Background: an optimization exercise with open tools, aiming at small area, a short achievable clock period and few clock cycles. Do not read the settings as production practice.
Only simulation tests tie the RTL to the original design; equivalence was not proved.
Power is estimated from default activity; no workload was simulated.

==> flow/design.v (outline; a module is shown in full before it is edited, if it fits) <==
// module kps_rank: 106 lines
// module kps_dist: 5723 lines
// module k_nearest_point_select: 269 lines
module k_nearest_point_select (
  input  logic        clk,
  input  logic        rst_n,
  input  logic        cfg_wr_en,
  input  logic [1:0]  cfg_index,
  input  logic [23:0] cfg_data,
  input  logic        in_valid,
  output logic        in_ready,
  input  logic [23:0] in_point_x,
  input  logic [23:0] in_point_y,
  input  logic [23:0] in_point_z,
  input  logic        in_set_end,
  output logic        out_valid,
  input  logic        out_ready,
  output logic [4:0]  out_target_index,
  output logic        out_list_end,
  output logic        out_dropped
);
  // ...
==> flow/run.sh <==
#!/bin/bash
# synth_recipe.tcl (not shown) runs the flow's synth.tcl, then flattens the netlist and writes it again
# the make line also repeats each setting of config.mk as NAME=value (left out here)
make -C /OpenROAD-flow-scripts/flow DESIGN_CONFIG=/design/flow/config.mk WORK_HOME=/design/flow/orfs CLKGATE_MAP_FILE= SYNTH_SCRIPT=/design/flow/synth_recipe.tcl finish
==> flow/config.mk <==
export PLATFORM = sky130hd
export DESIGN_NAME = k_nearest_point_select
export DESIGN_NICKNAME = k_nearest_point_select
export VERILOG_FILES = /design/flow/design.v
export SDC_FILE = /design/flow/constraint.sdc
export NUM_CORES = 4
export LEC_CHECK = 0
export CAP_MARGIN = 20
export CORE_MARGIN = 2
export CORE_UTILIZATION = 62
export CTS_CLUSTER_DIAMETER = 85
export CTS_CLUSTER_SIZE = 24
export SETUP_SLACK_MARGIN = 5.0
export SLEW_MARGIN = 20
==> flow/constraint.sdc <==
create_clock -name core_clock -period 9.0 [get_ports {clk}]
set_input_delay 1.8000 -clock core_clock [delete_from_list [all_inputs] [get_ports {clk}]]
set_output_delay 1.8000 -clock core_clock [all_outputs]
set_load 0.01 [all_outputs]
==> run notes, run 1 <==
- Status: complete, no violations
- Maximum VDD drop: between 0.0002 and 0.00025 V
- Comb pwr share: 48.1%
- Commonest cells post-synth: dfxtp_1 (2487), inv_1 (1107), nand2_1 (1034), fa_1 (870), o21ai_0 (738)
- Residual DRC count: 0
- Final HPWL DP: 238000 µm
- Max-cap violations: 0
- Gr ovfl total: 0
- Slew Limit Fails: 0
- Clk tree area frac: 3.00%
- TritonCTS clock tree: built
- Sw Share: 42.1%
- WL final: 332000 µm
- RSZ-0062 raised after global routing: yes
- Clk root buf: clkbuf_16
- Worst-case clock buffer depth: 3
- Die H: 458 µm
- Seq/total area: 40.9%
- Hold_buf cts: 0
- Relative max-transition margin: between 20 and 30%
- Least-Margin Pin Slew: 1.06 ns
- GP Congestion: 0.916
- CTS Buf Count: 137
- Sequential group power: 16.3 mW
- Top layer in use: met5
- Non-clock buffer share: 1.92%
- Worst slack at placement: between 3 and 4 ns
- Reg2reg setup slack: between 5 and 6 ns
- Compound-Gate Fraction of Synth Area: 15.0%
- Leakage: 54.3 nW
- H-Tree Depth: 4
- Critical path fanouts, max: 3
- Crit path to: dx_r[24]$_DFF_P_
- Total of fill cells in the finished design: 16200
- Worst setup margin: 5.05 ns
- Multi-input gates: 8346
- Post-synth EDFFs: about 190
- Wirelength per Cell: 21.6 µm
- Diodes inserted: 18
- Final min period: just under 4 ns
Testbench counts, summed over its fixed seeds: cycles 10,086.
==> run 2: changes to the inputs <==
--- a/flow/config.mk
+++ b/flow/config.mk
@@ -7,7 +7,7 @@
 export LEC_CHECK = 0
 export CAP_MARGIN = 20
 export CORE_MARGIN = 2
-export CORE_UTILIZATION = 62
+export CORE_UTILIZATION = 50
 export CTS_CLUSTER_DIAMETER = 85
 export CTS_CLUSTER_SIZE = 24
 export SETUP_SLACK_MARGIN = 5.0
==> run notes, run 2 <==
- Starting Density: 50.3%
- Detailed-route via count: approximately 91000
- Critical Path End Type: register
- Layout area overhead: 7.26%
- Top delay family on crit path: compound AO/OA/AOI/OAI gates
- Pwr dens: approximately 340 nW/µm²
- Setup TNS: 0 ns
- Fin nets: between 10000 and 15000
- Detailed router's first-iteration violation count: 6624
- First-pass GRT wire length: roughly 530000 µm
- Slowest cell on crit path: o31ai_1
- Main synth FF type: dfxtp_1
- Sw Share: 42.7% (+0.62 points)
- Largest registers: u_rank.dring (1600), u_dist.r1_q (282), u_rank.rk (160)
- Final setup violating endpoints: 0
- Hold Crit Class: reg -> reg
- Startpoint Class: register
- CTS Buf Count: 140 (+2.2%)
- Crit Path Class: reg -> reg
- Post-synth EDFFs: 188 (unchanged)
- Die width: a little over 500 µm
- Core area: 254000 µm²
- Leakage: 54.3 nW (about the same)
- Synthesis Warnings: 8
- Initial antenna violation count: 29
- Crit-path cells: buf_4 -> a31oi_1 -> nor2_1 -> maj3_1 -> maj3_1 -> a211oi_1 -> o221ai_1 -> o31ai_1
- Synthesized flop and latch total: 2675
- Gate Count Post-Synth: 12800
- Design Power: 46.0 mW
- Clock power share: 15.6%
- Slew Limit Fails: 0 (unchanged)
- Sequential share of power: 35.4%
- Most numerous cell in the Yosys netlist: dfxtp_1
- Max frequency: 0.251 GHz
- Total of fill cells in the finished design: 22300 (+37%)
- Commonest cells post-synth: dfxtp_1 (2487), inv_1 (1107), nand2_1 (1034), fa_1 (870), o21ai_0 (738)
- Least-Margin Pin Slew: 1.13 ns (+0.0729 ns)
- Vias in the first global route: 89500
- Clk sinks: 2675
- Min Hold Slack: 0.330 ns
- RSZ-0062 raised after global routing: yes
- Max-cap violations: 0 (unchanged)
- Largest register FFs: 1600
- Gr ovfl total: 0 (unchanged)
- Distinct cells, synth: 83
- First drt pass iteration count: 5
- TritonCTS clock tree: built
- Residual DRC count: 0 (unchanged)
- NetSw: 19.7 mW
- Syn Area/Cell: 9.96 µm²
- Critical path fanouts, max: 63 (+60)
- Worst clock skew: 0.0384 ns
- H-Tree Depth: 4 (unchanged)
- Post-synth top area cell: dfxtp_1
- CP Buf/Inv Count: 1
- Top-area cell type share of the netlist area: around two fifths
- Final min period: 3.99 ns (+0.0455 ns)
- WL final: 344000 µm (+3.8%)
- Post-route ant nets: 0
- DIE AREA: 259000 µm²
- Async set-reset flop share out of synthesis: 0%
- Req. time, crit path: 9.64 ns
- Wirelength per Cell: 21.5 µm (-0.70%)
- Largest register by flop count: u_rank.dring
- Worst-case clock buffer depth: 3 (unchanged)
- Clk root buf: clkbuf_16
- Port bufs: 112
- Syn Nets: 14000
- GP Congestion: 0.896 (-2.1%)
- Mapped Area: 128000 µm²
- Maximum VDD drop: 0.000280 V (+17%)
- Rows: approximately 190
- Final HPWL DP: 245000 µm (+3.1%)
- Cell internal pwr: 26.4 mW
- GRT Util Overall: 26.2%
- Status: complete, no violations
- IO Pins: between 100 and 150
- Die H: 509 µm (+11%)
- Most frequent cells in the layout: dfxtp_1 (2408), inv_1 (1104), nand2_1 (1030), fa_1 (866), maj3_1 (736)
- Final Cycle Share: approximately 44%
- WP data arrival: between 4 and 5 ns
- Most common cell after layout, fill and taps aside: dfxtp_1
- Layout cells sized above 1: 4.73%
- Via density: 5.68
- Clock latency on the worst-skew pair: 0.84 ns
- Largest net degree at the start of global routing: 102
- Fin util: 53.9%
- CP peak stage delay: 1.00 ns
- Relative max-transition margin: 24.0% (-5.5 points)
- Worst-path clk slew: roughly 0.10 ns
- Seq/Total Area, Yosys: 43.4%
- Most frequent CP cell: maj3_1
- Hold Vio Cnt, Final: 0
- Largest cells by area after synthesis: dfxtp_1 (39%), fa_1 (14%), maj3_1 (5.8%)
- Comb pwr share: 48.9% (+0.8 points)
[run 2: final timing paths]
path                                            from                        to  slack [ns]  cells after the start
worst min register to register         j1[2]$_DFF_P_            j2b[2]$_DFF_P_        0.33                      0
worst min-delay path                   j1[2]$_DFF_P_            j2b[2]$_DFF_P_        0.33                      0
worst max-delay path            u_dist.d[41]$_DFF_P_  u_rank.ltc_r[23]$_DFF_P_        5.01                      8
worst max register to register  u_dist.d[41]$_DFF_P_  u_rank.ltc_r[23]$_DFF_P_        5.01                      8
[run 2: logic make-up (layout without fill, tap and decap cells)]
group | after synthesis | count (layout) | synth area share (%)
AND/OR/NAND/NOR | 2939 | 2940 | 11.0
XOR/XNOR | 423 | 423 | 2.90
other | 1 | 15 | 0.00294
flip-flops | 2675 | 2675 | 43.4
multiplexers | 25 | 25 | 0.207
adder cells (fa/ha/maj) | 1880 | 1880 | 22.1
buffers and inverters | 1790 | 1614 | 5.31
AO/OA/AOI/OAI | 3078 | 3078 | 15.0
[run 2: per-layer routing]
layer,track usage [%],up-vias,share of wire (%)
li1,-,42900,-
met5,0,-,0.030
met3,4.06,548,6.1
met2,41.5,2532,45
met4,8.33,16,3.4
met1,36.7,44900,46
[run 2: cell type report]
class	count	area, µm²	area share, %
Clock inverter	40	538	0.393
Timing Repair Buffer	290	2650	1.94
Tap cell	3366	4210	3.08
Multi-Input combinational cell	8347	65900	48.2
Clock buffer	174	3760	2.74
Antenna cell	14	35.0	0.0256
Inverter	1110	4180	3.05
Sequential cell	2675	55600	40.6
[run 2: stage by stage]
stage / instance area [µm²] / cells / setup WS [ns]
after floorplan: 128000 / 12800 / 4.72
after global placement: 132000 / 15800 / 3.46
after detailed placement: 132000 / 15800 / 3.45
after CTS: 136000 / 16000 / 5.00
after global routing: 137000 / 16000 / 4.92
final: 137000 / 16000 / 5.01
[run 2: timing repair]
item                       4_1_cts  5_1_grt
setup endpoints to repair      142      132
cloned                           0        2
pin swaps                       13       26
hold buffers                     0        0
resized for setup               52       90
buffers inserted                 5       22
[run 2: power groups by stage]
stage / logic [mW] / registers, mW / clock network [mW]
after global routing: 25.2 / 16.6 / 7.81
final: 22.5 / 16.3 / 7.19
after floorplan: 15.3 / 15.3 / 0
after CTS: 22.4 / 16.3 / 7.38
after detailed placement: 22.3 / 16.6 / 0
after global placement: 21.7 / 16.5 / 0

==> what the ideal ports hide <==
The results above use ideal ports. As a check the final layouts listed here were re-extracted and re-timed, cells and wires unchanged. Step 1, drivers: a clkbuf_16 drives clk and a buf_2 each remaining input, both assumed. Step 2 also shifts input and output timing later by t, the mid clock arrival at the registers, as if the neighbouring blocks saw the same clock. Slacks: no drivers / after step 1 / after step 2; pairs: no drivers / after step 1.
| run | shift t [ns] | slack for setup (ns) | hold WS [ns] | worst data-port slew with drivers (ns) |
|---|---|---|---|---|
| run 1 | 0.917 | 5.054 / 5.082 / 4.198 | 0.329 / 0.329 / 0.329 | 0.07 |
| run 2 | 0.914 | 5.008 / 5.008 / 4.210 | 0.330 / 0.330 / 0.330 | 0.10 |
After both steps setup and hold are still met in every run listed. The setup slack of run 1, which loses most, moves by +0.028 ns with the drivers and by -0.856 ns with both steps.
